Source: an optimization exercise on an open RTL-to-GDS flow (aim: small area, a short achievable clock period and few clock cycles per item). Production flows keep margins and buffers that such runs may drop. At most, simulation tests tie the RTL to the original design; equivalence was not proved. Function not checked in run 1: the RTL went through the layout flow alone.

==> flow/design.v (outline; a module is shown in full before it is edited, if it fits) <==
// module poly_horner_seq: 1829 lines
// module phs_fa: 5 lines
module poly_horner_seq (
    input  logic               clk,
    input  logic               rst,
    input  logic               coeff_we,
    input  logic [3:0]         coeff_addr,
    input  logic signed [15:0] coeff_wdata,
    input  logic signed [15:0] x,
    input  logic               start,
    output logic               busy,
    output logic               done,
    output logic signed [31:0] sum,
    output logic               ovf
);
  // ...
==> flow/run.sh <==
#!/bin/bash
# synth_recipe.tcl (not shown) runs the flow's synth.tcl, then flattens the netlist and writes it again
# the make line also repeats each setting of config.mk as NAME=value (left out here)
make -C /OpenROAD-flow-scripts/flow DESIGN_CONFIG=/design/flow/config.mk WORK_HOME=/design/flow/orfs CLKGATE_MAP_FILE= SYNTH_SCRIPT=/design/flow/synth_recipe.tcl finish
==> flow/config.mk <==
export PLATFORM = sky130hd
export DESIGN_NAME = poly_horner_seq
export DESIGN_NICKNAME = poly_horner_seq
export VERILOG_FILES = /design/flow/design.v
export SDC_FILE = /design/flow/constraint.sdc
export NUM_CORES = 4
export LEC_CHECK = 0
export ABC_AREA = 1
export CAP_MARGIN = 20
export CORE_MARGIN = 2
export CORE_UTILIZATION = 40
export SLEW_MARGIN = 20
export SYNTH_HIERARCHICAL = 1
export SYNTH_MINIMUM_KEEP_SIZE = 0
==> flow/constraint.sdc <==
create_clock -name core_clock -period 9.0 [get_ports {clk}]
set_input_delay 1.8000 -clock core_clock [delete_from_list [all_inputs] [get_ports {clk}]]
set_output_delay 1.8000 -clock core_clock [all_outputs]
set_load 0.01 [all_outputs]
==> run summary, run 1 <==
total negative slack 0 ns; WL final 65.6 mm; met3 WL post-DR 6.50 mm; Synth Area in Adders 0.252; max incr delay on CP 0.67 ns; CP endpoint kind primary output; register area 0.00796 mm2; IO buf count 74; WS Path Type flip-flop to primary output; commonest non-fill, non-tap cells in the layout nand2_1 (350), xor2_1 (292), o22ai_1 (265); fin crit share 0.661; register clock-pin slew on the reported worst setup and hold paths 0.06 ns; gr ovfl total 0; Yosys top cell by area edfxtp_1; status finished clean; bufs w/o clock 110; Most flops, register r_coeff; hold_sp r_c[0]$_DFF_P_; global-route usage over all layers 0.222; Wirelength per Cell approximately 22 um; die width 242 um; post-cts resize count 0; # fillers 5333; Cell Area, Placed between 0.02 and 0.025 mm2; largest cell class by area multi-input combinational cells; path depth of the worst reg2reg path 18; Setup crit start r_acc[0]$_DFFE_PP_; HPWL Detailed 45.5 mm; RSZ-0062 raised after global routing false; Final Hold Fails 0; Top Registers r_coeff (176), r_acc (32), r_c (17)
==> inputs of run 2 (changes only) <==
--- a/flow/design.v
+++ b/flow/design.v
@@ -12,38 +12,45 @@
     output logic signed [31:0] sum,
     output logic               ovf
 );
     logic signed [15:0] r_coeff [0:10];
     logic [10:0]        r_cval;
     logic [7:0]         r_bone, r_btwo, r_bneg;
     logic signed [31:0] r_acc;
     logic signed [16:0] r_c, w_cn, w_n7;
-    logic signed [15:0] r_cprev;
+    logic               r_ge, r_cneg, w_ge, w_cy15;
+    logic [16:0]        w_y;
     logic signed [16:0] w_craw;
     logic               w_n7n;
-    logic [3:0]         r_idx, w_idx_n;
+    logic [3:0]         r_idx, w_idx_n, w_idx_r;
     logic               r_busy, r_done, r_ovf;
-    logic signed [15:0] w_c, w_hlim, w_llim;
+    logic signed [15:0] w_c, w_crd, w_c9;
     logic [7:0]         w_xone, w_xtwo, w_xneg;
     logic [47:0]        w_ra, w_rb;
     logic [31:0]        w_s, w_g0, w_p0;
     logic               w_c31, w_hi_one, w_hi_zero;
     logic               w_sovf, w_chi, w_clo, w_acc_st, w_last, w_wr;
     assign w_acc_st = start & ~r_busy;
     assign w_last   = r_busy & (r_idx == 4'd0);
     assign w_wr     = coeff_we & ~r_busy & ~start & (coeff_addr <= 4'd10);
     always_comb begin
         if (w_acc_st)          w_idx_n = 4'd9;
         else if (w_last)       w_idx_n = 4'd10;
         else if (r_busy)       w_idx_n = r_idx - 4'd1;
         else                   w_idx_n = r_idx;
     end
-    assign w_c = (w_wr & (coeff_addr == 4'd10)) ? coeff_wdata :
-                 r_cval[w_idx_n] ? r_coeff[w_idx_n] : 16'sd0;
+    always_comb begin
+        if (~r_busy | w_last)  w_idx_r = 4'd10;
+        else                   w_idx_r = r_idx - 4'd1;
+    end
+    assign w_crd = r_cval[w_idx_r] ? r_coeff[w_idx_r] : 16'sd0;
+    assign w_c9  = r_cval[9] ? r_coeff[9] : 16'sd0;
+    assign w_c   = w_acc_st ? w_c9 :
+                   (w_wr & (coeff_addr == 4'd10)) ? coeff_wdata : w_crd;
     assign w_n7n  = w_acc_st ? x[15] : (r_bneg[7] & ~w_last);
     assign w_n7   = {2'b00, w_n7n, 14'd0};
     assign w_cn   = {w_c[15], w_c} + w_n7;
     assign w_craw = r_c - {2'b00, r_bneg[7], 14'd0};
     always_comb begin
         for (int k = 0; k < 8; k++) begin
             logic m, l, lo;
             m  = x[2*k+1];
@@ -1768,23 +1775,25 @@
     assign w_s[25] = w_p0[25] ^ pg886;
     assign w_s[26] = w_p0[26] ^ pg888;
     assign w_s[27] = w_p0[27] ^ pg890;
     assign w_s[28] = w_p0[28] ^ pg892;
     assign w_s[29] = w_p0[29] ^ pg894;
     assign w_s[30] = w_p0[30] ^ pg896;
     assign w_s[31] = w_p0[31] ^ pg898;
     assign w_c31 = pg898;
+    assign w_cy15 = pg850;
     assign w_hi_one = ((w_ra[32] ^ w_rb[32]) ^ (w_ra[31] & w_rb[31])) & ((w_ra[33] ^ w_rb[33]) ^ (w_ra[32] & w_rb[32])) & ((w_ra[34] ^ w_rb[34]) ^ (w_ra[33] & w_rb[33])) & ((w_ra[35] ^ w_rb[35]) ^ (w_ra[34] & w_rb[34])) & ((w_ra[36] ^ w_rb[36]) ^ (w_ra[35] & w_rb[35])) & ((w_ra[37] ^ w_rb[37]) ^ (w_ra[36] & w_rb[36])) & ((w_ra[38] ^ w_rb[38]) ^ (w_ra[37] & w_rb[37])) & ((w_ra[39] ^ w_rb[39]) ^ (w_ra[38] & w_rb[38])) & ((w_ra[40] ^ w_rb[40]) ^ (w_ra[39] & w_rb[39])) & ((w_ra[41] ^ w_rb[41]) ^ (w_ra[40] & w_rb[40])) & ((w_ra[42] ^ w_rb[42]) ^ (w_ra[41] & w_rb[41])) & ((w_ra[43] ^ w_rb[43]) ^ (w_ra[42] & w_rb[42])) & ((w_ra[44] ^ w_rb[44]) ^ (w_ra[43] & w_rb[43])) & ((w_ra[45] ^ w_rb[45]) ^ (w_ra[44] & w_rb[44])) & ((w_ra[46] ^ w_rb[46]) ^ (w_ra[45] & w_rb[45])) & ((w_ra[47] ^ w_rb[47]) ^ (w_ra[46] & w_rb[46]));
     assign w_hi_zero = ~((w_ra[32] ^ w_rb[32]) ^ (w_ra[31] | w_rb[31])) & ~((w_ra[33] ^ w_rb[33]) ^ (w_ra[32] | w_rb[32])) & ~((w_ra[34] ^ w_rb[34]) ^ (w_ra[33] | w_rb[33])) & ~((w_ra[35] ^ w_rb[35]) ^ (w_ra[34] | w_rb[34])) & ~((w_ra[36] ^ w_rb[36]) ^ (w_ra[35] | w_rb[35])) & ~((w_ra[37] ^ w_rb[37]) ^ (w_ra[36] | w_rb[36])) & ~((w_ra[38] ^ w_rb[38]) ^ (w_ra[37] | w_rb[37])) & ~((w_ra[39] ^ w_rb[39]) ^ (w_ra[38] | w_rb[38])) & ~((w_ra[40] ^ w_rb[40]) ^ (w_ra[39] | w_rb[39])) & ~((w_ra[41] ^ w_rb[41]) ^ (w_ra[40] | w_rb[40])) & ~((w_ra[42] ^ w_rb[42]) ^ (w_ra[41] | w_rb[41])) & ~((w_ra[43] ^ w_rb[43]) ^ (w_ra[42] | w_rb[42])) & ~((w_ra[44] ^ w_rb[44]) ^ (w_ra[43] | w_rb[43])) & ~((w_ra[45] ^ w_rb[45]) ^ (w_ra[44] | w_rb[44])) & ~((w_ra[46] ^ w_rb[46]) ^ (w_ra[45] | w_rb[45])) & ~((w_ra[47] ^ w_rb[47]) ^ (w_ra[46] | w_rb[46]));
     assign w_sovf = ~((w_hi_one & w_s[31]) | (w_hi_zero & ~w_s[31]));
-    assign w_hlim = {1'b1, r_acc[14:0]};
-    assign w_llim = {1'b0, r_acc[14:0]};
-    assign w_chi  = ~r_acc[31] & (&r_acc[30:15]) & (w_hlim >= r_cprev);
-    assign w_clo  = r_acc[31] & ~(|r_acc[30:15]) & (w_llim < r_cprev);
+    assign w_y    = {2'b00, w_ra[14:0]} + {2'b00, w_rb[14:0]} +
+                    {2'b00, ~w_craw[14:0]} + 17'd1;
+    assign w_ge   = w_cy15 ? w_y[16] : (w_y[16] | w_y[15]);
+    assign w_chi  = ~r_acc[31] & (&r_acc[30:15]) & r_cneg & r_ge;
+    assign w_clo  = r_acc[31] & ~(|r_acc[30:15]) & ~r_cneg & ~r_ge;
     always_ff @(posedge clk or posedge rst) begin
         if (rst) begin
             r_busy <= 1'b0;
             r_done <= 1'b0;
             r_idx  <= 4'd10;
             r_bone <= '0;
             r_btwo <= '0;
             r_bneg <= '0;
@@ -1808,17 +1817,18 @@
             end
         end
     end
     always_ff @(posedge clk) begin
         if (w_wr) r_coeff[coeff_addr] <= coeff_wdata;
     end
     always_ff @(posedge clk) begin
         r_c     <= w_cn;
-        r_cprev <= w_craw[15:0];
+        r_ge    <= w_ge;
+        r_cneg  <= w_craw[15];
         if (w_acc_st | r_busy) begin
             r_acc <= w_s;
         end
         if (w_acc_st) begin
             r_ovf <= 1'b0;
         end else if (r_busy | r_done) begin
             r_ovf <= r_ovf | (r_busy & w_sovf) | w_chi | w_clo;
         end
--- a/flow/config.mk
+++ b/flow/config.mk
@@ -4,11 +4,12 @@
 export VERILOG_FILES = /design/flow/design.v
 export SDC_FILE = /design/flow/constraint.sdc
 export NUM_CORES = 4
 export LEC_CHECK = 0
 export ABC_AREA = 1
 export CAP_MARGIN = 20
 export CORE_MARGIN = 2
 export CORE_UTILIZATION = 40
+export SETUP_SLACK_MARGIN = 4.0
 export SLEW_MARGIN = 20
 export SYNTH_HIERARCHICAL = 1
 export SYNTH_MINIMUM_KEEP_SIZE = 0
==> run summary, run 2 <==
status finished clean (unchanged); final setup fails 0 (unchanged); Slew HR 0.239 (was 0.212); Final Max Tran Viols 0 (unchanged); WS Path Type flip-flop to flip-flop (was flip-flop to primary output); Critical Path Start Type flip-flop (unchanged); vias in the first global route 18300 (was 17700); # fillers 5140 (was 5333); WP data required 9.34 ns (was 7.20 ns); register clock-pin slew on the reported worst setup and hold paths 0.06 ns (about the same); commonest non-fill, non-tap cells in the layout nand2_1 (356), xor2_1 (288), o22ai_1 (251) (was nand2_1 (350), xor2_1 (292), o22ai_1 (265)); crit-path leading delay family adder cells (was buffers and inverters); via count 18300 (was 17400); height of the chip 244 um (was 242 um); Layout Utilization 0.481 (was 0.447); DRC Markers 0 (unchanged); largest family of logic cells by synthesized area adder cells (unchanged); max incr delay on CP 0.53 ns (was 0.67 ns); Synth area leaders edfxtp_1 (27%), fa_1 (20%), xor2_1 (11%) (was edfxtp_1 (27%), fa_1 (19%), xor2_1 (11%)); clock skew 0.0165 ns (was 0.0207 ns); Worst Path Buf+Inv 5 (was 4); Clock Tree Buf Depth 3 (unchanged); commonest non-fill, non-tap cell in the layout nand2_1 (unchanged); max reg flops 176 (unchanged); count leader, synth nand2_1 (unchanged); cell repeated most along the worst path fa_1 (was nand2_1); synthesized flop and latch total 269 (was 283); remaining antenna violation count 0 (unchanged); most frequent cells after synthesis nand2_1 (363), xor2_1 (294), o22ai_1 (263) (was nand2_1 (350), xor2_1 (292), o22ai_1 (265)); Initial DRC Count 1706 (was 1485); CP Cell Sequence clkinvlp_4, buf_4, o22ai_2, xor2_1, fa_1, fa_1, fa_1, fa_1, ha_4, nand2_1, nor2_4, inv_2, nor2_2, nand2_2, nand2_4, inv_4, o21bai_4, inv_2, o21ai_2, nand2_1, nand2_1, xor2_1 (was clkinv_1, ha_1, inv_1, nand3_1, a21oi_1, o21ai_0, nand2_1, nand2_1, nand2_1, nand2_1, nand2_1, inv_1, o21ai_0, clkdlybuf4s50_1); gr ovfl total 0 (unchanged); WL final 70.2 mm (was 65.6 mm); Final nets 2802 (was 2618); register area share after synthesis 0.334 (was 0.350); crit path time final 5.07 ns (was 5.95 ns); HPWL Detailed 45.6 mm (was 45.5 mm); fin crit share 0.563 (was 0.661); Crit path arrival time 5.40 ns (was 4.15 ns); post-synth top area share 0.272 (was 0.275); die width 244 um (was 242 um); Top Ports 75 (unchanged); Synth Area in XOR/XNOR 0.117 (was 0.119); mapped cell area 0.0230 mm2 (was 0.0227 mm2); Most flops, register r_coeff (unchanged); Die ar. 0.0594 mm2 (was 0.0588 mm2); Yosys warning total 7 (unchanged); clock latency (worst-skew pair) 0.60 ns (about the same); first-pass GRT wire length 106 mm (was 103 mm); Final Cell Area 0.0272 mm2 (was 0.0252 mm2); vias per cell 5.73 (was 5.72); Yosys top cell by area edfxtp_1 (unchanged); H-tree levels 1 (unchanged); main flop type after synthesis edfxtp_1 (unchanged); RSZ-0062 raised after global routing true (was false); Synthesized Nets 2689 (was 2627); IO buf count 74 (unchanged); # rows 87 (unchanged); Wirelength per Cell 21.9 um (was 21.7 um); Slew @ Worst Pin 1.14 ns (was 1.18 ns); Synth Area in Adders 0.262 (was 0.252); share of post-route cells with drive strength above 1 0.154 (was 0.0545); Cell variety after synth 52 (was 48); Post-CTS Hold Buffers 0 (unchanged); Placed Cells 3011 (was 2974); post-synthesis mux area share 0 (unchanged); Post-Syn Instances 2308 (was 2260); Core ar. 0.0566 mm2 (was 0.0563 mm2); Worst Path Max Fanout 8 (was 10); gp weighted congestion 0.906 (was 0.913); Synth Area in Simple Gates 0.117 (was 0.104); Slowest-stage cell, CP fa_1 (was clkdlybuf4s50_1); CTS root buf clkbuf_16 (unchanged); final cell count without fillers 3201 (was 3031); first-pass detailed-route iteration total 8 (was 6); Cell Area, Placed 0.0244 mm2 (was 0.0241 mm2); Final Hold Fails 0 (unchanged); global-route usage over all layers 0.230 (was 0.222); clk sinks 269 (was 283); Peak Freq 197 MHz (was 168 MHz); Post-synth EDFFs 208 (unchanged); Layout area overhead 18.3% (was 10.6%); largest net degree at the start of global routing 82 (was 92); CP endpoint kind flip-flop (was primary output); CTS tree built (unchanged); hold crit path type flip-flop to flip-flop (unchanged); Post-Syn Area per Cell 9.97 um2 (was 10.1 um2); total negative slack 0 ns (unchanged); async set or reset register ratio after synthesis 0.152 (was 0.145); Starting Density 0.406 (was 0.404); Top Registers r_coeff (176), r_acc (32), r_c (17) (unchanged); max-cap violations 0 (unchanged); compound-gate portion of the synthesized area 0.109 (was 0.117); CTS Buf Count 30 (was 31); initial antenna violation count 0 (was 1)
run 2: changes by cell type in the layout (fill, tap and decap cells not counted), moves of 13 or more:
cell,before,now
buf_12,0,16
a21oi_1,62,47
inv_1,173,151
dfxtp_1,34,20
fa_2,0,13
clkinvlp_4,1,36
nand3_1,129,152
ha_4,0,15
buf_4,36,124
nand3_2,1,14
ha_1,108,94
o22ai_1,265,251
run 2: logic make-up after synthesis:
| group | count (synthesis) |
|---|---|
| DFF | 269 |
| adders and majority gates | 342 |
| and+or+nand+nor | 615 |
| buffers and inverters | 361 |
| xor gates and xnor gates | 308 |
| AOI/OAI and AO/OA | 413 |
run 2: area by class of cell:
type	instances	area, um2	area share
Sequential cell	269	7700	0.283
Inverter	206	912	0.0335
Antenna cell	2	5.00	0.000184
Timing Repair Buffer	229	2190	0.0806
Clock inverter	17	120	0.00441
Clock buffer	37	808	0.0297
Multi-Input combinational cell	1678	14500	0.532
Timing Repair inverter	7	50.0	0.00184
Tap cell	756	946	0.0348
run 2: repair_timing:
item / 4_1_cts / 5_1_grt
resized for setup: 62 / 110
setup buffers: 66 / 59
cloned: 4 / 3
pin swaps: 0 / 42
setup endpoints to repair: 21 / 17
run 2: per-layer routing:
| layer | vias up | part of all wire | track usage |
|---|---|---|---|
| li1 | 8070 | - | - |
| met3 | 170 | 0.081 | 0.0398 |
| met4 | 0 | 0.041 | 0.0897 |
| met1 | 9201 | 0.43 | 0.322 |
| met5 | - | 0 | 0 |
| met2 | 907 | 0.45 | 0.357 |
run 2: per-module statistics from Yosys, one instance, submodules excluded:
module | flip-flops and latches | times used
phs_fa | 0 | 214
poly_horner_seq | 269 | 1
run 2: worst paths after layout:
check	start	endpoint	slack, ns	cells past startpoint
max	r_acc[12]$_DFFE_PP_	r_acc[28]$_DFFE_PP_	3.93	22
min	r_cval[5]$_DFFE_PP0P_	r_cval[5]$_DFFE_PP0P_	0.46	2
max reg2reg	r_acc[12]$_DFFE_PP_	r_acc[28]$_DFFE_PP_	3.93	22
min reg2reg	r_cval[5]$_DFFE_PP0P_	r_cval[5]$_DFFE_PP0P_	0.46	2
max in group asynchronous	rst	r_bneg[2]$_DFFE_PP0P_	6.58	2
min in group asynchronous	rst	r_cval[6]$_DFFE_PP0P_	1.71	2
run 2: metrics by stage:
step	worst slack [ns]	hold slack [ns]
2_1_floorplan	4.22	0.427
5_1_grt	3.75	0.492
4_1_cts	3.92	0.460
3_5_place_dp	3.46	0.446
3_3_place_gp	3.49	0.444
6_report	3.93	0.460
run 2: worst register-to-register path, stage by stage (launching register included):
cell,delay [ns]
edfxtp_1,0.43
clkinvlp_4,0.26
buf_4,0.22
o22ai_2,0.11
xor2_1,0.28
fa_1,0.51
fa_1,0.46
fa_1,0.53
fa_1,0.47
ha_4,0.30
nand2_1,0.10
nor2_4,0.12
inv_2,0.04
nor2_2,0.08
nand2_2,0.07
nand2_4,0.14
inv_4,0.07
o21bai_4,0.17
inv_2,0.07
o21ai_2,0.16
nand2_1,0.07
nand2_1,0.07
xor2_1,0.06
Testbench counts of run 2, summed over its fixed seeds: cycles 14,440, evals 1,280.
==> inputs of run 3 (changes only) <==
--- a/flow/config.mk
+++ b/flow/config.mk
@@ -9,7 +9,7 @@
 export CAP_MARGIN = 20
 export CORE_MARGIN = 2
 export CORE_UTILIZATION = 40
-export SETUP_SLACK_MARGIN = 4.0
+export SETUP_SLACK_MARGIN = 4.3
 export SLEW_MARGIN = 20
 export SYNTH_HIERARCHICAL = 1
 export SYNTH_MINIMUM_KEEP_SIZE = 0
==> run summary, run 3 <==
# rows 87 (unchanged); Wirelength per Cell 22.3 um (was 21.9 um); die width 244 um (unchanged); H-tree levels 1 (unchanged); RR Startpoint r_bone[3]$_DFFE_PP0P_ (was r_acc[12]$_DFFE_PP_); status finished clean (unchanged); Most flops, register r_coeff (unchanged); share of post-route cells with drive strength above 1 0.212 (was 0.154); Reg-to-Reg End r_acc[30]$_DFFE_PP_ (was r_acc[28]$_DFFE_PP_); count leader, synth nand2_1 (unchanged); max reg flops 176 (unchanged); global-route usage over all layers 0.238 (was 0.230); CTS Buf Count 31 (was 30); Post-synth EDFFs 208 (unchanged); Initial DRC Count 1786 (was 1706); vias in the first global route 18800 (was 18300); Layout Utilization 0.505 (was 0.481); gr ovfl total 0 (unchanged); first-pass detailed-route iteration total 7 (was 8); largest net degree at the start of global routing 88 (was 82); hold crit path type flip-flop to flip-flop (unchanged); remaining antenna violation count 0 (unchanged); first-pass GRT wire length 110 mm (was 106 mm); Slew HR 0.280 (was 0.239); commonest non-fill, non-tap cells in the layout nand2_1 (347), xor2_1 (278), o22ai_1 (233) (was nand2_1 (356), xor2_1 (288), o22ai_1 (251)); initial antenna violation count 0 (unchanged); fin crit share 0.545 (was 0.563); Cell Area, Placed 0.0244 mm2 (about the same); register clock-pin slew on the reported worst setup and hold paths 0.06 ns (about the same); synthesized flop and latch total 269 (unchanged); clock skew 0.0171 ns (was 0.0165 ns); Peak Freq 204 MHz (was 197 MHz); Slew @ Worst Pin 1.08 ns (was 1.14 ns); Top Registers r_coeff (176), r_acc (32), r_c (17) (unchanged); Final Max Tran Viols 0 (unchanged); Die ar. 0.0594 mm2 (unchanged); Clock Tree Buf Depth 3 (unchanged); Core ar. 0.0566 mm2 (unchanged); Starting Density 0.406 (unchanged); IO buf count 74 (unchanged); clk sinks 269 (unchanged); via count 18700 (was 18300); setup slack after layout 4.09 ns (was 3.93 ns); mapped cell area 0.0230 mm2 (unchanged); WL final 73.1 mm (was 70.2 mm); Yosys warning total 7 (unchanged); WP data required 9.35 ns (was 9.34 ns); final setup fails 0 (unchanged); clock latency (worst-skew pair) 0.62 ns (was 0.60 ns); CP endpoint kind flip-flop (unchanged); Post-CTS Hold Buffers 0 (unchanged); Cell variety after synth 52 (unchanged); register area share after synthesis 0.334 (unchanged); Worst Path Max Fanout 8 (unchanged); post-synth top area share 0.272 (unchanged); most frequent cells after synthesis nand2_1 (363), xor2_1 (294), o22ai_1 (263) (unchanged); Synth area leaders edfxtp_1 (27%), fa_1 (20%), xor2_1 (11%) (unchanged); total negative slack 0 ns (unchanged); height of the chip 244 um (unchanged); HPWL Detailed 45.4 mm (was 45.6 mm); Crit path arrival time 5.26 ns (was 5.40 ns); R2R Setup Slk 4.09 ns (was 3.93 ns); commonest non-fill, non-tap cell in the layout nand2_1 (unchanged); Yosys top cell by area edfxtp_1 (unchanged); max-cap violations 0 (unchanged); vias per cell 5.68 (was 5.73); hold_sp r_cval[1]$_DFFE_PP0P_ (was r_cval[5]$_DFFE_PP0P_); main flop type after synthesis edfxtp_1 (unchanged); crit path time final 4.91 ns (was 5.07 ns); Final Hold Fails 0 (unchanged); CTS root buf clkbuf_16 (unchanged); async set or reset register ratio after synthesis 0.152 (unchanged); WHS Path Cells 2 (unchanged); Top Ports 75 (unchanged); dpl ws 3.45 ns (was 3.46 ns); Hold Path Sink r_cval[1]$_DFFE_PP0P_ (was r_cval[5]$_DFFE_PP0P_); Final nets 2885 (was 2802); Post-Syn Instances 2308 (unchanged); antenna cells 0 (was 2); DRC Markers 0 (unchanged); Synthesized Nets 2689 (unchanged); CTS tree built (unchanged); Critical Path Start Type flip-flop (unchanged); gp weighted congestion 0.893 (was 0.906); RSZ-0062 raised after global routing true (unchanged); Layout area overhead 24.2% (was 18.3%); path depth of the worst reg2reg path 23 (was 22); WS Path Type flip-flop to flip-flop (unchanged); Post-Syn Area per Cell 9.97 um2 (unchanged); Final Cell Area 0.0286 mm2 (was 0.0272 mm2)
==> run 3: worst max path at each step <==
stage	endpoint	cells after the start	from	slack [ns]
after floorplan	r_ge$_DFF_P_	19	r_acc[10]$_DFFE_PP_	4.30
after global placement	r_acc[30]$_DFFE_PP_	21	r_bone[0]$_DFFE_PP0P_	3.51
after detailed placement	r_acc[28]$_DFFE_PP_	21	r_bone[0]$_DFFE_PP0P_	3.45
after CTS	r_ovf$_SDFFE_PP0P_	21	r_bone[0]$_DFFE_PP0P_	4.21
after global routing	r_acc[30]$_DFFE_PP_	23	r_bone[3]$_DFFE_PP0P_	3.89
final	r_acc[30]$_DFFE_PP_	23	r_bone[3]$_DFFE_PP0P_	4.09
==> run 3: area by class of cell <==
class / count / area, um2
clock buffer: 36 / 795
clock inverter: 22 / 188
fill: 5019 / 28000
inverter: 206 / 941
multi-input combinational: 1678 / 15000
sequential: 269 / 7700
tap: 756 / 946
timing repair buffer: 308 / 2970
timing repair inverter: 10 / 70.1
==> run 3: through the flow <==
| stage | hold WS [ns] | cells |
|---|---|---|
| final | 0.459 | 3285 |
| after global routing | 0.478 | 3285 |
| after CTS | 0.462 | 3205 |
| after detailed placement | 0.447 | 3011 |
| after global placement | 0.446 | 3011 |
| after floorplan | 0.427 | 2308 |
==> run 3: worst max-delay path, cell delays in order (launching register included) <==
cell	delay (ns)
dfrtp_1	0.40
clkinvlp_4	0.12
buf_12	0.16
buf_4	0.17
o22ai_1	0.26
xor2_1	0.24
ha_1	0.32
fa_2	0.43
fa_2	0.61
fa_2	0.47
ha_4	0.30
nand2_4	0.05
nor2_4	0.12
inv_2	0.04
nor2_1	0.08
nand2_1	0.09
nand2_4	0.13
inv_4	0.07
o21bai_4	0.16
inv_2	0.07
o21ai_2	0.14
nand2_1	0.08
nand2_1	0.08
xor2_1	0.07
==> run 3: metal layers <==
layer	global-route usage	part of all wire	up-vias
li1	-	-	8231
met1	0.324	0.41	9279
met2	0.372	0.46	960
met3	0.0481	0.092	201
met4	0.0940	0.042	0
met5	0	0	-
==> run 3: cells by family after synthesis <==
logic type | after synthesis | synth area share
xor+xnor | 308 | 0.117
simple gates | 615 | 0.117
buf+inv | 361 | 0.0616
fa+ha+maj | 342 | 0.262
flops | 269 | 0.334
compound gates | 413 | 0.109
==> run 3: per-module statistics from Yosys, one instance, submodules excluded <==
module | area, um2 | copies in the design | flops+latches
poly_horner_seq | 18700 | 1 | 269
phs_fa | 20.0 | 214 | 0
==> run 3: what timing repair did <==
item	4_1_cts	5_1_grt
setup endpoints to repair	22	33
setup buffers	127	75
pin swaps	39	77
resized for setup	165	120
gates cloned	9	3
endpoints found under the hold margin	0	0
==> inputs of run 4 (changes only) <==
--- a/flow/config.mk
+++ b/flow/config.mk
@@ -9,7 +9,6 @@
 export CAP_MARGIN = 20
 export CORE_MARGIN = 2
 export CORE_UTILIZATION = 40
-export SETUP_SLACK_MARGIN = 4.3
 export SLEW_MARGIN = 20
 export SYNTH_HIERARCHICAL = 1
 export SYNTH_MINIMUM_KEEP_SIZE = 0
==> run summary, run 4 <==
Top Ports 75 (unchanged); initial antenna violation count 0 (unchanged); Slew HR 0.231 (was 0.280); Core ar. 0.0566 mm2 (unchanged); compound-gate portion of the synthesized area 0.109 (unchanged); clock latency (worst-skew pair) 0.60 ns (was 0.62 ns); Cell variety after synth 52 (unchanged); commonest non-fill, non-tap cell in the layout nand2_1 (unchanged); Post-Syn Area per Cell 9.97 um2 (unchanged); first-pass GRT wire length 104 mm (was 110 mm); Initial DRC Count 1562 (was 1786); max-cap violations 0 (unchanged); vias per cell 5.68 (about the same); Synth Area in Simple Gates 0.117 (unchanged); die width 244 um (unchanged); Final Max Tran Viols 0 (unchanged); Crit path arrival time 3.90 ns (was 5.26 ns); Slew @ Worst Pin 1.15 ns (was 1.08 ns); post-synth top area share 0.272 (unchanged); status finished clean (unchanged); via count 17400 (was 18700); count leader, synth nand2_1 (unchanged); Most flops, register r_coeff (unchanged); first-pass detailed-route iteration total 5 (was 7); Yosys top cell by area edfxtp_1 (unchanged); Die ar. 0.0594 mm2 (unchanged); Peak Freq 176 MHz (was 204 MHz); vias in the first global route 17800 (was 18800); register area share after synthesis 0.334 (unchanged); Worst Path Max Fanout 18 (was 8); post-synthesis mux area share 0 (unchanged); Synth Area in XOR/XNOR 0.117 (unchanged); total negative slack 0 ns (unchanged); Wirelength per Cell 21.7 um (was 22.3 um); RSZ-0062 raised after global routing false (was true); crit path time final 5.70 ns (was 4.91 ns); Synthesized Nets 2689 (unchanged); share of post-route cells with drive strength above 1 0.0545 (was 0.212); IO buf count 74 (unchanged); Synth area leaders edfxtp_1 (27%), fa_1 (20%), xor2_1 (11%) (unchanged); Post-CTS Hold Buffers 0 (unchanged); CTS Buf Count 30 (was 31); fin crit share 0.633 (was 0.545); CP endpoint kind primary output (was flip-flop); Top Registers r_coeff (176), r_acc (32), r_c (17) (unchanged); largest net degree at the start of global routing 82 (was 88); WL final 66.7 mm (was 73.1 mm); most frequent cells after synthesis nand2_1 (363), xor2_1 (294), o22ai_1 (263) (unchanged); Clock Tree Buf Depth 3 (unchanged); commonest non-fill, non-tap cells in the layout nand2_1 (363), xor2_1 (294), o22ai_1 (263) (was nand2_1 (347), xor2_1 (278), o22ai_1 (233)); WS Path Type flip-flop to primary output (was flip-flop to flip-flop); gr ovfl total 0 (unchanged); clock skew 0.0173 ns (was 0.0171 ns); Starting Density 0.406 (unchanged); DRC Markers 0 (unchanged); # rows 87 (unchanged); hold crit path type flip-flop to flip-flop (unchanged); HPWL Detailed 45.6 mm (was 45.4 mm); global-route usage over all layers 0.225 (was 0.238); mapped cell area 0.0230 mm2 (unchanged); Synth Area in Adders 0.262 (unchanged); clk sinks 269 (unchanged); largest family of logic cells by synthesized area adder cells (unchanged); Critical Path Start Type flip-flop (unchanged); remaining antenna violation count 0 (unchanged); final setup fails 0 (unchanged); Post-synth EDFFs 208 (unchanged); register clock-pin slew on the reported worst setup and hold paths 0.07 ns (was 0.06 ns); Final nets 2670 (was 2885); height of the chip 244 um (unchanged); CTS root buf clkbuf_16 (unchanged); WP data required 7.20 ns (was 9.35 ns); Final Hold Fails 0 (unchanged); Post-Syn Instances 2308 (unchanged); Yosys warning total 7 (unchanged); main flop type after synthesis edfxtp_1 (unchanged); async set or reset register ratio after synthesis 0.152 (unchanged); Layout area overhead 10.1% (was 24.2%); synthesized flop and latch total 269 (unchanged); post-CTS setup buffer count 0 (was 127); CTS tree built (unchanged); gp weighted congestion 0.906 (was 0.893); post-cts resize count 0 (was 165); # fillers 5316 (was 5019); H-tree levels 1 (unchanged); max reg flops 176 (unchanged)
run 4: changes by cell type in the layout (fill, tap and decap cells not counted), moves of 16 or more:
cell / before / now
ha_1: 90 / 109
xor2_2: 16 / 0
buf_12: 27 / 0
fa_1: 205 / 232
buf_6: 20 / 0
nand2_1: 347 / 363
buf_4: 182 / 28
o22ai_1: 233 / 263
ha_4: 19 / 0
clkinvlp_4: 43 / 0
fa_2: 27 / 0
o22ai_2: 20 / 0
xor2_1: 278 / 294
inv_1: 146 / 185
run 4: stage by stage:
step / setup slack [ns] / instances / util / hold slack (ns) / instance area, um2
floorplan: 4.22 / 2308 / - / 0.427 / 23000
global placement: 3.49 / 3011 / 0.430 / 0.444 / 24400
detailed placement: 3.46 / 3011 / 0.430 / 0.446 / 24400
CTS: 3.12 / 3065 / 0.447 / 0.460 / 25300
global route: 3.01 / 3067 / 0.447 / 0.492 / 25300
finish: 3.30 / 3069 / 0.448 / 0.459 / 25300
run 4: path summary, 6_finish.rpt:
kind	depth (start not counted)	end	startpoint	slack, ns
worst max-delay path	7	ovf	r_acc[15]$_DFFE_PP_	3.30
worst min-delay path	2	r_ovf$_SDFFE_PP0P_	r_ovf$_SDFFE_PP0P_	0.46
worst max register to register	21	r_acc[30]$_DFFE_PP_	r_bone[1]$_DFFE_PP0P_	3.39
worst min register to register	2	r_ovf$_SDFFE_PP0P_	r_ovf$_SDFFE_PP0P_	0.46
max in group asynchronous	2	r_bneg[0]$_DFFE_PP0P_	rst	6.65
min in group asynchronous	2	r_cval[6]$_DFFE_PP0P_	rst	1.71
run 4: layer usage:
| layer | routed length [um] | vias up | track usage | share of wire |
|---|---|---|---|---|
| met2 | 30200 | 782 | 0.350 | 0.45 |
| met3 | 5290 | 137 | 0.0403 | 0.079 |
| met4 | 2460 | 0 | 0.0839 | 0.037 |
| met1 | 28800 | 8707 | 0.314 | 0.43 |
| met5 | 0 | - | 0 | 0 |
| li1 | - | 7804 | - | - |
run 4: final cells by class:
cell class,instances,area (um2),share of cell area
antenna,2,5.00,0.000198
clock buffer,37,808,0.0319
clock inverter,17,120,0.00474
inverter,206,774,0.0306
multi-input combinational,1678,14000,0.553
sequential,269,7680,0.303
tap,756,946,0.0373
timing repair buffer,104,993,0.0392
run 4: logic make-up after synthesis:
family | Yosys count
flops | 269
fa+ha+maj | 342
simple gates | 615
compound gates | 413
buf+inv | 361
xor+xnor | 308
run 4: worst max-delay path, cell delays in order, from the launching register on:
cell and delay, ns:
edfxtp_1 0.39, clkinv_1 0.55, nor4_1 0.57, nand3_1 0.12, o31ai_1 0.49, inv_1 0.15
o21ai_0 0.38, clkdlybuf4s50_1 0.63
run 4: per-module statistics from Yosys (local to each module, per instance):
module | times used | flops+latches | cell area, um2 | cells inside
phs_fa | 214 | 0 | 20.0 | 1
poly_horner_seq | 1 | 269 | 18700 | 2094
==> inputs of run 5 (changes only) <==
--- a/flow/config.mk
+++ b/flow/config.mk
@@ -9,6 +9,8 @@
 export CAP_MARGIN = 20
 export CORE_MARGIN = 2
 export CORE_UTILIZATION = 40
+export SETUP_SLACK_MARGIN = 3.9
 export SLEW_MARGIN = 20
 export SYNTH_HIERARCHICAL = 1
 export SYNTH_MINIMUM_KEEP_SIZE = 0
+export TNS_END_PERCENT = 5
==> run summary, run 5 <==
status finished clean (unchanged); via count 18300 (was 17400); vias per cell 5.74 (was 5.68); Critical Path Start Type flip-flop (unchanged); main flop type after synthesis edfxtp_1 (unchanged); Most flops, register r_coeff (unchanged); Yosys warning total 7 (unchanged); multi-input logic area 0.0143 mm2 (was 0.0140 mm2); register clock-pin slew on the reported worst setup and hold paths 0.07 ns (about the same); Min Hold Slack 0.459 ns (about the same); initial antenna violation count 0 (unchanged); Synthesized Nets 2689 (unchanged); Layout Utilization 0.476 (was 0.448); Yosys top cell by area edfxtp_1 (unchanged); final setup fails 0 (unchanged); WS Path Type flip-flop to flip-flop (was flip-flop to primary output); Peak Freq 199 MHz (was 176 MHz); Post-synth EDFFs 208 (unchanged); async set or reset register ratio after synthesis 0.152 (unchanged); Initial DRC Count 1659 (was 1562); register area 0.00770 mm2 (was 0.00768 mm2); R2R Setup Slk 3.98 ns (was 3.39 ns); largest net degree at the start of global routing 82 (unchanged); gp weighted congestion 0.906 (unchanged); first-pass detailed-route iteration total 5 (unchanged); clock skew 0.0170 ns (was 0.0173 ns); vias in the first global route 18100 (was 17800); CP endpoint kind flip-flop (was primary output); Layout area overhead 17.1% (was 10.1%); # fillers 5175 (was 5316); first-pass GRT wire length 106 mm (was 104 mm); Slew HR 0.241 (was 0.231); share of post-route cells with drive strength above 1 0.143 (was 0.0545); max-cap violations 0 (unchanged); remaining antenna violation count 0 (unchanged); Cell variety after synth 52 (unchanged); # rows 87 (unchanged); clk sinks 269 (unchanged); Crit path arrival time 5.50 ns (was 3.90 ns); post-synth top area share 0.272 (unchanged); most frequent cells after synthesis nand2_1 (363), xor2_1 (294), o22ai_1 (263) (unchanged); HPWL Detailed 45.6 mm (unchanged); WL final 70.2 mm (was 66.7 mm); IO buf count 74 (unchanged); Starting Density 0.406 (unchanged); WP data required 9.48 ns (was 7.20 ns); fin crit share 0.557 (was 0.633); Slew @ Worst Pin 1.13 ns (was 1.15 ns); CTS Buf Count 30 (unchanged); clock latency (worst-skew pair) 0.60 ns (about the same); Post-Syn Instances 2308 (unchanged); height of the chip 244 um (unchanged); Top Registers r_coeff (176), r_acc (32), r_c (17) (unchanged); Clock Tree Buf Depth 3 (unchanged); Final Max Tran Viols 0 (unchanged); Die ar. 0.0594 mm2 (unchanged); total negative slack 0 ns (unchanged); Post-Syn Area per Cell 9.97 um2 (unchanged); synthesized flop and latch total 269 (unchanged); Core ar. 0.0566 mm2 (unchanged); register area share after synthesis 0.334 (unchanged); Wirelength per Cell 22.0 um (was 21.7 um); Worst Path Max Fanout 6 (was 18); hold crit path type flip-flop to flip-flop (unchanged); commonest non-fill, non-tap cell in the layout nand2_1 (unchanged); Post-CTS Hold Buffers 0 (unchanged); gr ovfl total 0 (unchanged); die width 244 um (unchanged); H-tree levels 1 (unchanged); mapped cell area 0.0230 mm2 (unchanged); commonest non-fill, non-tap cells in the layout nand2_1 (358), xor2_1 (291), o22ai_1 (252) (was nand2_1 (363), xor2_1 (294), o22ai_1 (263)); DRC Markers 0 (unchanged); CTS tree built (unchanged); Final Hold Fails 0 (unchanged); CTS root buf clkbuf_16 (unchanged); count leader, synth nand2_1 (unchanged); global-route usage over all layers 0.229 (was 0.225); Synth area leaders edfxtp_1 (27%), fa_1 (20%), xor2_1 (11%) (unchanged); crit path time final 5.02 ns (was 5.70 ns); Top Ports 75 (unchanged); max reg flops 176 (unchanged); Final nets 2794 (was 2670); RSZ-0062 raised after global routing true (was false)
-- run 5: cell counts after synthesis --
No cell type changed its count.
-- run 5: layout make-up --
| class | instances | area share |
|---|---|---|
| clock inverter | 17 | 0.00446 |
| antenna | 1 | 0.0000929 |
| inverter | 206 | 0.0337 |
| sequential | 269 | 0.286 |
| timing repair buffer | 217 | 0.0758 |
| tap | 756 | 0.0351 |
| timing repair inverter | 11 | 0.00288 |
| multi-input combinational | 1678 | 0.532 |
| clock buffer | 37 | 0.0300 |
-- run 5: metrics by stage --
stage / instance area [um2] / worst slack (ns) / cells
global placement: 24400 / 3.49 / 3011
detailed placement: 24400 / 3.46 / 3011
global route: 26900 / 3.82 / 3191
finish: 26900 / 3.98 / 3192
floorplan: 23000 / 4.22 / 2308
CTS: 25700 / 3.81 / 3100
-- run 5: kinds of logic after synthesis --
logic type,count (synthesis),share of synthesized area
and+or+nand+nor,615,0.117
AOI/OAI and AO/OA,413,0.109
xor gates and xnor gates,308,0.117
adders and majority gates,342,0.262
buffers and inverters,361,0.0616
DFF,269,0.334
-- run 5: per-layer routing --
metal	wire length (um)	GRT usage
met4	2790	0.0820
met2	31800	0.356
met3	5940	0.0373
met5	0	0
met1	29700	0.323
-- run 5: repair_timing --
action | in CTS | in global routing
buffers inserted | 31 | 82
pin swaps | 0 | 28
setup endpoints to repair | 19 | 19
gates resized for setup | 39 | 99
gates cloned | 4 | 7
-- run 5: worst max-delay path, stage by stage (launching register included) --
cell and delay (ns):
dfrtp_2 0.42, clkinvlp_4 0.19, buf_6 0.17, o22ai_1 0.23, xor2_1 0.15, fa_1 0.50
fa_2 0.41, fa_1 0.50, fa_2 0.63, inv_2 0.05, fa_1 0.49, inv_1 0.04
ha_1 0.28, nand2_1 0.08, inv_1 0.05, nand3_1 0.08, nor2_1 0.05, o2111ai_1 0.08
nand4_1 0.13, maj3_1 0.34
-- run 5: path summary, 6_finish.rpt --
| check | to | start | depth (start not counted) |
|---|---|---|---|
| worst max-delay path | r_ge$_DFF_P_ | r_btwo[1]$_DFFE_PP0P_ | 19 |
| worst min-delay path | r_cval[5]$_DFFE_PP0P_ | r_cval[5]$_DFFE_PP0P_ | 2 |
| worst max register to register | r_ge$_DFF_P_ | r_btwo[1]$_DFFE_PP0P_ | 19 |
| worst min register to register | r_cval[5]$_DFFE_PP0P_ | r_cval[5]$_DFFE_PP0P_ | 2 |
| max in group asynchronous | r_bneg[3]$_DFFE_PP0P_ | rst | 2 |
| min in group asynchronous | r_cval[6]$_DFFE_PP0P_ | rst | 2 |
-- run 5: modules after synthesis (local to each module, per instance) --
| module | cell area (um2) | copies in the design | cells | flip-flops and latches |
|---|---|---|---|---|
| phs_fa | 20.0 | 214 | 1 | 0 |
| poly_horner_seq | 18700 | 1 | 2094 | 269 |
==> inputs of run 6 (changes only) <==
--- a/flow/config.mk
+++ b/flow/config.mk
@@ -9,8 +9,7 @@
 export CAP_MARGIN = 20
 export CORE_MARGIN = 2
 export CORE_UTILIZATION = 40
-export SETUP_SLACK_MARGIN = 3.9
+export SETUP_SLACK_MARGIN = 3.7
 export SLEW_MARGIN = 20
 export SYNTH_HIERARCHICAL = 1
 export SYNTH_MINIMUM_KEEP_SIZE = 0
-export TNS_END_PERCENT = 5
==> run summary, run 6 <==
CTS tree built (unchanged); R2R Setup Slk 3.93 ns (was 3.98 ns); H-tree levels 1 (unchanged); commonest non-fill, non-tap cells in the layout nand2_1 (361), xor2_1 (294), o22ai_1 (263) (was nand2_1 (358), xor2_1 (291), o22ai_1 (252)); vias in the first global route 17900 (was 18100); Final Hold Fails 0 (unchanged); # rows 87 (unchanged); clock latency (worst-skew pair) 0.60 ns (about the same); Slew HR 0.260 (was 0.241); Yosys warning total 7 (unchanged); # fillers 5224 (was 5175); Placed Cells 3011 (unchanged); Post-CTS Hold Buffers 0 (unchanged); final cell count without fillers 3148 (was 3192); gp weighted congestion 0.906 (unchanged); Slew @ Worst Pin 1.11 ns (was 1.13 ns); Die ar. 0.0594 mm2 (unchanged); status finished clean (unchanged); path depth of the worst reg2reg path 18 (was 19); WHS Path Cells 2 (unchanged); vias per cell 5.68 (was 5.74); setup slack after layout 3.87 ns (was 3.98 ns); Synth area leaders edfxtp_1 (27%), fa_1 (20%), xor2_1 (11%) (unchanged); Critical Path Start Type flip-flop (unchanged); total negative slack 0 ns (unchanged); largest net degree at the start of global routing 82 (unchanged); max-cap violations 0 (unchanged); Most flops, register r_coeff (unchanged); Crit path arrival time 3.33 ns (was 5.50 ns); mapped cell area 0.0230 mm2 (unchanged); CP endpoint kind primary output (was flip-flop); Min Hold Slack 0.460 ns (was 0.459 ns); multi-input logic area 0.0140 mm2 (was 0.0143 mm2); Hold Path Sink r_cval[5]$_DFFE_PP0P_ (unchanged); count leader, synth nand2_1 (unchanged); register clock-pin slew on the reported worst setup and hold paths 0.07 ns (about the same); height of the chip 244 um (unchanged); hold_sp r_cval[5]$_DFFE_PP0P_ (unchanged); Initial DRC Count 1601 (was 1659); Worst Path Max Fanout 18 (was 6); crit path time final 5.13 ns (was 5.02 ns); max reg flops 176 (unchanged); remaining antenna violation count 0 (unchanged); die width 244 um (unchanged); final setup fails 0 (unchanged); fin crit share 0.570 (was 0.557); Core ar. 0.0566 mm2 (unchanged); share of post-route cells with drive strength above 1 0.107 (was 0.143); hold crit path type flip-flop to flip-flop (unchanged); post-synth top area share 0.272 (unchanged); Clock Tree Buf Depth 3 (unchanged); gr ovfl total 0 (unchanged); clock skew 0.0147 ns (was 0.0170 ns); DRC Markers 0 (unchanged); Post-Syn Area per Cell 9.97 um2 (unchanged); RR Startpoint r_bneg[3]$_DFFE_PP0P_ (was r_btwo[1]$_DFFE_PP0P_); Peak Freq 195 MHz (was 199 MHz); WP data required 7.20 ns (was 9.48 ns); Final Max Tran Viols 0 (unchanged); Wirelength per Cell 21.6 um (was 22.0 um); Layout Utilization 0.464 (was 0.476); Cell variety after synth 52 (unchanged); commonest non-fill, non-tap cell in the layout nand2_1 (unchanged); initial antenna violation count 0 (unchanged); Post-Syn Instances 2308 (unchanged); async set or reset register ratio after synthesis 0.152 (unchanged); RSZ-0062 raised after global routing true (unchanged); clk sinks 269 (unchanged); HPWL Detailed 45.6 mm (unchanged); CTS Buf Count 30 (unchanged); register area share after synthesis 0.334 (unchanged); WL final 68.1 mm (was 70.2 mm); main flop type after synthesis edfxtp_1 (unchanged); CTS root buf clkbuf_16 (unchanged); Top Registers r_coeff (176), r_acc (32), r_c (17) (unchanged); Synthesized Nets 2689 (unchanged); Starting Density 0.406 (unchanged); Final nets 2749 (was 2794); Layout area overhead 14.2% (was 17.1%); synthesized flop and latch total 269 (unchanged); Yosys top cell by area edfxtp_1 (unchanged); Reg-to-Reg End r_ovf$_SDFFE_PP0P_ (was r_ge$_DFF_P_); WS Path Type flip-flop to primary output (was flip-flop to flip-flop); first-pass detailed-route iteration total 6 (was 5); most frequent cells after synthesis nand2_1 (363), xor2_1 (294), o22ai_1 (263) (unchanged); register area 0.00770 mm2 (about the same); first-pass GRT wire length 105 mm (was 106 mm); via count 17900 (was 18300); IO buf count 74 (unchanged); Post-synth EDFFs 208 (unchanged); dpl ws 3.46 ns (unchanged); global-route usage over all layers 0.227 (was 0.229); Top Ports 75 (unchanged)
[run 6: cell count changes in the layout (fill, tap and decap cells not counted), moves of 8 or more]
cell and delta:
o22ai_2 -9, ha_1 +10, buf_4 -36, ha_4 -10
fa_2 -9, clkinvlp_4 -8, o22ai_1 +11, fa_1 +9
[run 6: modules after synthesis (local to each module, per instance)]
module	cell area, um2	flip-flops and latches	copies in the design
poly_horner_seq	18700	269	1
phs_fa	20.0	0	214
[run 6: logic make-up after synthesis]
| logic type | after synthesis | share of synthesized area |
|---|---|---|
| DFF | 269 | 0.334 |
| AOI/OAI and AO/OA | 413 | 0.109 |
| adders and majority gates | 342 | 0.262 |
| and+or+nand+nor | 615 | 0.117 |
| buffers and inverters | 361 | 0.0616 |
| xor gates and xnor gates | 308 | 0.117 |
[run 6: final cells by class]
cell class                 instances  area share
sequential                       269       0.293
timing repair buffer             178      0.0666
inverter                         206      0.0340
clock buffer                      37      0.0308
antenna                            2    0.000190
multi-input combinational       1678       0.534
clock inverter                    17     0.00457
tap                              756      0.0360
timing repair inverter             5     0.00133
[run 6: layer usage]
metal / up-vias / global-route usage / wire length [um]
met5: - / 0 / 0
met4: 0 / 0.0746 / 2410
met3: 146 / 0.0427 / 5650
met2: 831 / 0.357 / 31000
met1: 8924 / 0.317 / 29100
li1: 7964 / - / -
[run 6: through the flow]
step | cell area (um2)
5_1_grt | 26300
3_3_place_gp | 24400
2_1_floorplan | 23000
4_1_cts | 25400
3_5_place_dp | 24400
6_report | 26300
[run 6: repair_timing]
action | 4_1_cts | 5_1_grt
pin swaps | 0 | 0
setup buffers | 7 | 67
gates resized for setup | 26 | 39
gates cloned | 4 | 1
setup endpoints to repair | 16 | 16
[run 6: how the worst max path moves through the flow]
stage                               start             endpoint  slack, ns  cells after the start
floorplan           r_bneg[0]$_DFFE_PP0P_         r_ge$_DFF_P_       4.22                     18
global placement    r_bone[0]$_DFFE_PP0P_  r_acc[30]$_DFFE_PP_       3.49                     21
detailed placement  r_bone[0]$_DFFE_PP0P_  r_acc[30]$_DFFE_PP_       3.46                     21
CTS                 r_bone[3]$_DFFE_PP0P_   r_ovf$_SDFFE_PP0P_       3.71                     21
global route        r_btwo[2]$_DFFE_PP0P_  r_acc[28]$_DFFE_PP_       3.68                     22
finish                r_acc[15]$_DFFE_PP_                  ovf       3.87                      7
[run 6: worst max-delay path, stage by stage (launching register included)]
cell and delay [ns]:
edfxtp_1 0.40, clkinv_2 0.30, nor4_1 0.49, nand3_1 0.16, o31ai_2 0.35, inv_1 0.14
o21ai_1 0.26, clkdlybuf4s50_1 0.61
==> inputs of run 7 (changes only) <==
--- a/flow/config.mk
+++ b/flow/config.mk
@@ -8,7 +8,7 @@
 export ABC_AREA = 1
 export CAP_MARGIN = 20
 export CORE_MARGIN = 2
-export CORE_UTILIZATION = 40
+export CORE_UTILIZATION = 55
 export SETUP_SLACK_MARGIN = 3.7
 export SLEW_MARGIN = 20
 export SYNTH_HIERARCHICAL = 1
==> run summary, run 7 <==
share of post-route cells with drive strength above 1 0.109 (was 0.107); hold_sp r_coeff[9][6]$_DFFE_PP_ (was r_cval[5]$_DFFE_PP0P_); Layout area overhead 12.5% (was 14.2%); Synth Area in XOR/XNOR 0.117 (unchanged); hold crit path type flip-flop to flip-flop (unchanged); WHS Path Cells 2 (unchanged); top routing layer used met4 (unchanged); Synthesized Nets 2689 (unchanged); async set or reset register ratio after synthesis 0.152 (unchanged); Slew @ Worst Pin 0.988 ns (was 1.11 ns); Synth area leaders edfxtp_1 (27%), fa_1 (20%), xor2_1 (11%) (unchanged); commonest non-fill, non-tap cell in the layout nand2_1 (unchanged); path depth of the worst reg2reg path 20 (was 18); max reg flops 176 (unchanged); WL final 67.1 mm (was 68.1 mm); H-tree levels 1 (unchanged); largest family of logic cells by synthesized area adder cells (unchanged); clock latency (worst-skew pair) 0.62 ns (was 0.60 ns); mapped cell area 0.0230 mm2 (unchanged); crit path time final 5.21 ns (was 5.13 ns); global-route usage over all layers 0.307 (was 0.227); # rows 74 (was 87); max incr delay on CP 0.55 ns (was 0.61 ns); Top Ports 75 (unchanged); Post-Syn Area per Cell 9.97 um2 (unchanged); compound-gate portion of the synthesized area 0.109 (unchanged); RSZ-0062 raised after global routing true (unchanged); total length of routed met2 wires 32.5 mm (was 31.0 mm); max-cap violations 0 (unchanged); Post-synth EDFFs 208 (unchanged); Critical Path Start Type flip-flop (unchanged); clock skew 0.0286 ns (was 0.0147 ns); CP endpoint kind flip-flop (was primary output); post-synthesis mux area share 0 (unchanged); multi-input logic area 0.0140 mm2 (about the same); height of the chip 209 um (was 244 um); Post-CTS Hold Buffers 0 (unchanged); Synth Area in Adders 0.262 (unchanged); Initial DRC Count 1698 (was 1601); Slowest-stage cell, CP fa_1 (was clkdlybuf4s50_1); Reg-to-Reg End r_acc[28]$_DFFE_PP_ (was r_ovf$_SDFFE_PP0P_); post-synth top area share 0.272 (unchanged); Final Cell Area 0.0259 mm2 (was 0.0263 mm2); vias per cell 6.03 (was 5.68); Core ar. 0.0410 mm2 (was 0.0566 mm2); antenna cells 0 (was 2); largest net degree at the start of global routing 88 (was 82); register clock-pin slew on the reported worst setup and hold paths 0.06 ns (was 0.07 ns); Clock Tree Buf Depth 3 (unchanged); IO buf count 74 (unchanged); Post-Syn Instances 2308 (unchanged); CTS Buf Count 31 (was 30); gp weighted congestion 0.883 (was 0.906); CTS tree built (unchanged); Cell variety after synth 52 (unchanged); cell repeated most along the worst path nand2_1; CTS root buf clkbuf_16 (unchanged); met3 WL post-DR 5.07 mm (was 5.65 mm); Final Max Tran Viols 0 (unchanged); # fillers 3419 (was 5224); most frequent cells after synthesis nand2_1 (363), xor2_1 (294), o22ai_1 (263) (unchanged); total negative slack 0 ns (unchanged); initial antenna violation count 0 (unchanged); Hold Path Sink r_c[6]$_DFF_P_ (was r_cval[5]$_DFFE_PP0P_); Top Registers r_coeff (176), r_acc (32), r_c (17) (unchanged); remaining antenna violation count 0 (unchanged); status finished clean (unchanged); Final Hold Fails 0 (unchanged); WS Path Type flip-flop to flip-flop (was flip-flop to primary output); Yosys top cell by area edfxtp_1 (unchanged); Wirelength per Cell 22.9 um (was 21.6 um); WL met1 27.0 mm (was 29.1 mm); count leader, synth nand2_1 (unchanged); Yosys warning total 7 (unchanged); Synth Area in Simple Gates 0.117 (unchanged); die width 209 um (was 244 um); Cell Area, Placed 0.0241 mm2 (was 0.0244 mm2); Peak Freq 192 MHz (was 195 MHz); first-pass GRT wire length 103 mm (was 105 mm); first-pass detailed-route iteration total 7 (was 6); fin crit share 0.579 (was 0.570); Worst Path Max Fanout 32 (was 18); R2R Setup Slk 3.79 ns (was 3.93 ns); Starting Density 0.561 (was 0.406); HPWL Detailed 45.7 mm (was 45.6 mm); register area 0.00769 mm2 (was 0.00770 mm2); Die ar. 0.0435 mm2 (was 0.0594 mm2); RR Startpoint r_bneg[5]$_DFFE_PP0P_ (was r_bneg[3]$_DFFE_PP0P_); Slew HR 0.341 (was 0.260); via count 17600 (was 17900); synthesized flop and latch total 269 (unchanged); clk sinks 269 (unchanged); Most flops, register r_coeff (unchanged); DRC Markers 0 (unchanged); Final nets 2751 (was 2749); Crit path arrival time 5.65 ns (was 3.33 ns); register area share after synthesis 0.334 (unchanged); commonest non-fill, non-tap cells in the layout nand2_1 (362), xor2_1 (294), o22ai_1 (262) (was nand2_1 (361), xor2_1 (294), o22ai_1 (263)); WP data required 9.43 ns (was 7.20 ns); CP Cell Sequence buf_4, inv_1, xor2_1, fa_1, fa_1, fa_1, ha_1, nand2_1, inv_1, nand3_1, nor2_1, nand2_1, nand2_2, inv_2, o21bai_4, inv_1, o21ai_2, nand2_1, nand2_1, xor2_1 (was clkinv_2, nor4_1, nand3_1, o31ai_2, inv_1, o21ai_1, clkdlybuf4s50_1); vias in the first global route 17800 (was 17900); gr ovfl total 0 (unchanged); main flop type after synthesis edfxtp_1 (unchanged); final setup fails 0 (unchanged)
-- run 7: modules after synthesis (local to each module, per instance) --
module / flops+latches / area [um2] / cells / copies in the design
phs_fa: 0 / 20.0 / 1 / 214
poly_horner_seq: 269 / 18700 / 2094 / 1
-- run 7: cell families after synthesis --
kind of cell	Yosys count
flops	269
fa+ha+maj	342
compound gates	413
buf+inv	361
simple gates	615
xor+xnor	308
-- run 7: worst max-delay path by stage --
stage,start,to,slack (ns)
floorplan,r_bneg[0]$_DFFE_PP0P_,r_ge$_DFF_P_,4.22
global placement,r_bone[4]$_DFFE_PP0P_,r_acc[30]$_DFFE_PP_,3.33
detailed placement,r_bone[2]$_DFFE_PP0P_,r_acc[30]$_DFFE_PP_,3.47
CTS,r_acc[31]$_DFFE_PP_,ovf,3.69
global route,r_bone[3]$_DFFE_PP0P_,r_ge$_DFF_P_,3.66
finish,r_bneg[5]$_DFFE_PP0P_,r_acc[28]$_DFFE_PP_,3.79
-- run 7: layout make-up --
type                            count  area share
Inverter                          206      0.0352
Timing Repair Buffer              184      0.0646
Clock buffer                       33      0.0303
Clock inverter                     25     0.00663
Tap cell                          532      0.0257
Multi-Input combinational cell   1678       0.540
Sequential cell                   269       0.297
-- run 7: per-layer routing --
layer / vias up / track usage
met4: 0 / 0.122
met5: - / 0
met2: 835 / 0.514
met3: 171 / 0.0534
li1: 7964 / -
met1: 8679 / 0.400
-- run 7: per-stage QoR --
step	hold slack, ns	instances	worst slack [ns]	utilization
after floorplan	0.427	2308	4.22	-
after global placement	0.446	2796	3.33	0.588
after detailed placement	0.445	2796	3.47	0.588
after CTS	0.456	2858	3.69	0.613
after global routing	0.476	2927	3.66	0.631
final	0.452	2927	3.79	0.631
-- run 7: timing repair --
item                                   in CTS  in global routing
buffers inserted                            4                 69
gates resized for setup                    22                 37
endpoints found under the hold margin       0                  0
setup endpoints to repair                  12                 14
-- run 7: critical path, delay by kind of cell, from the launching register on --
family | cells | cell delay (ns)
xor gates and xnor gates | 2 | 0.64
and+or+nand+nor | 7 | 0.76
AOI/OAI and AO/OA | 2 | 0.33
buffers and inverters | 5 | 1.06
DFF | 1 | 0.34
adders and majority gates | 4 | 1.93

[separate check: timing with driven ports]
No port has a modelled driver above. Below, the same layouts with a new extraction and two added sets of constraints. Step 1, drivers: a clkbuf_16 drives clk and a buf_2 each remaining input, both assumed. Step 2 adds t to the input delays and takes it off the output delays; t is the mean of the earliest and latest rising clock arrival at the registers after step 1. Input paths then give back, and output paths get back, about the clock's delay inside the block. a / b / c = ideal ports / drivers / drivers and shift; a / b = the first two.
| run | shift t [ns] | setup WS [ns] | worst setup path at the end | worst slew at a driven data input, ns |
|---|---|---|---|---|
| run 1 | 0.650 | 3.050 / 2.990 / 2.770 | input to register | 0.09 |
| run 2 | 0.653 | 3.935 / 3.935 / 3.890 | input to register | 0.07 |
| run 3 | 0.665 | 4.091 / 4.091 / 3.932 | input to register | 0.06 |
| run 4 | 0.652 | 3.303 / 3.245 / 3.391 | register to register | 0.07 |
| run 5 | 0.649 | 3.984 / 3.949 / 3.889 | input to register | 0.06 |
| run 6 | 0.653 | 3.874 / 3.816 / 3.910 | input to register | 0.06 |
| run 7 | 0.657 | 3.786 / 3.786 / 3.786 | register to register | 0.09 |
After both steps every run listed still meets setup and hold. For run 1, which loses most, drivers alone change the setup slack by -0.060 ns; drivers and shift together by -0.280 ns.
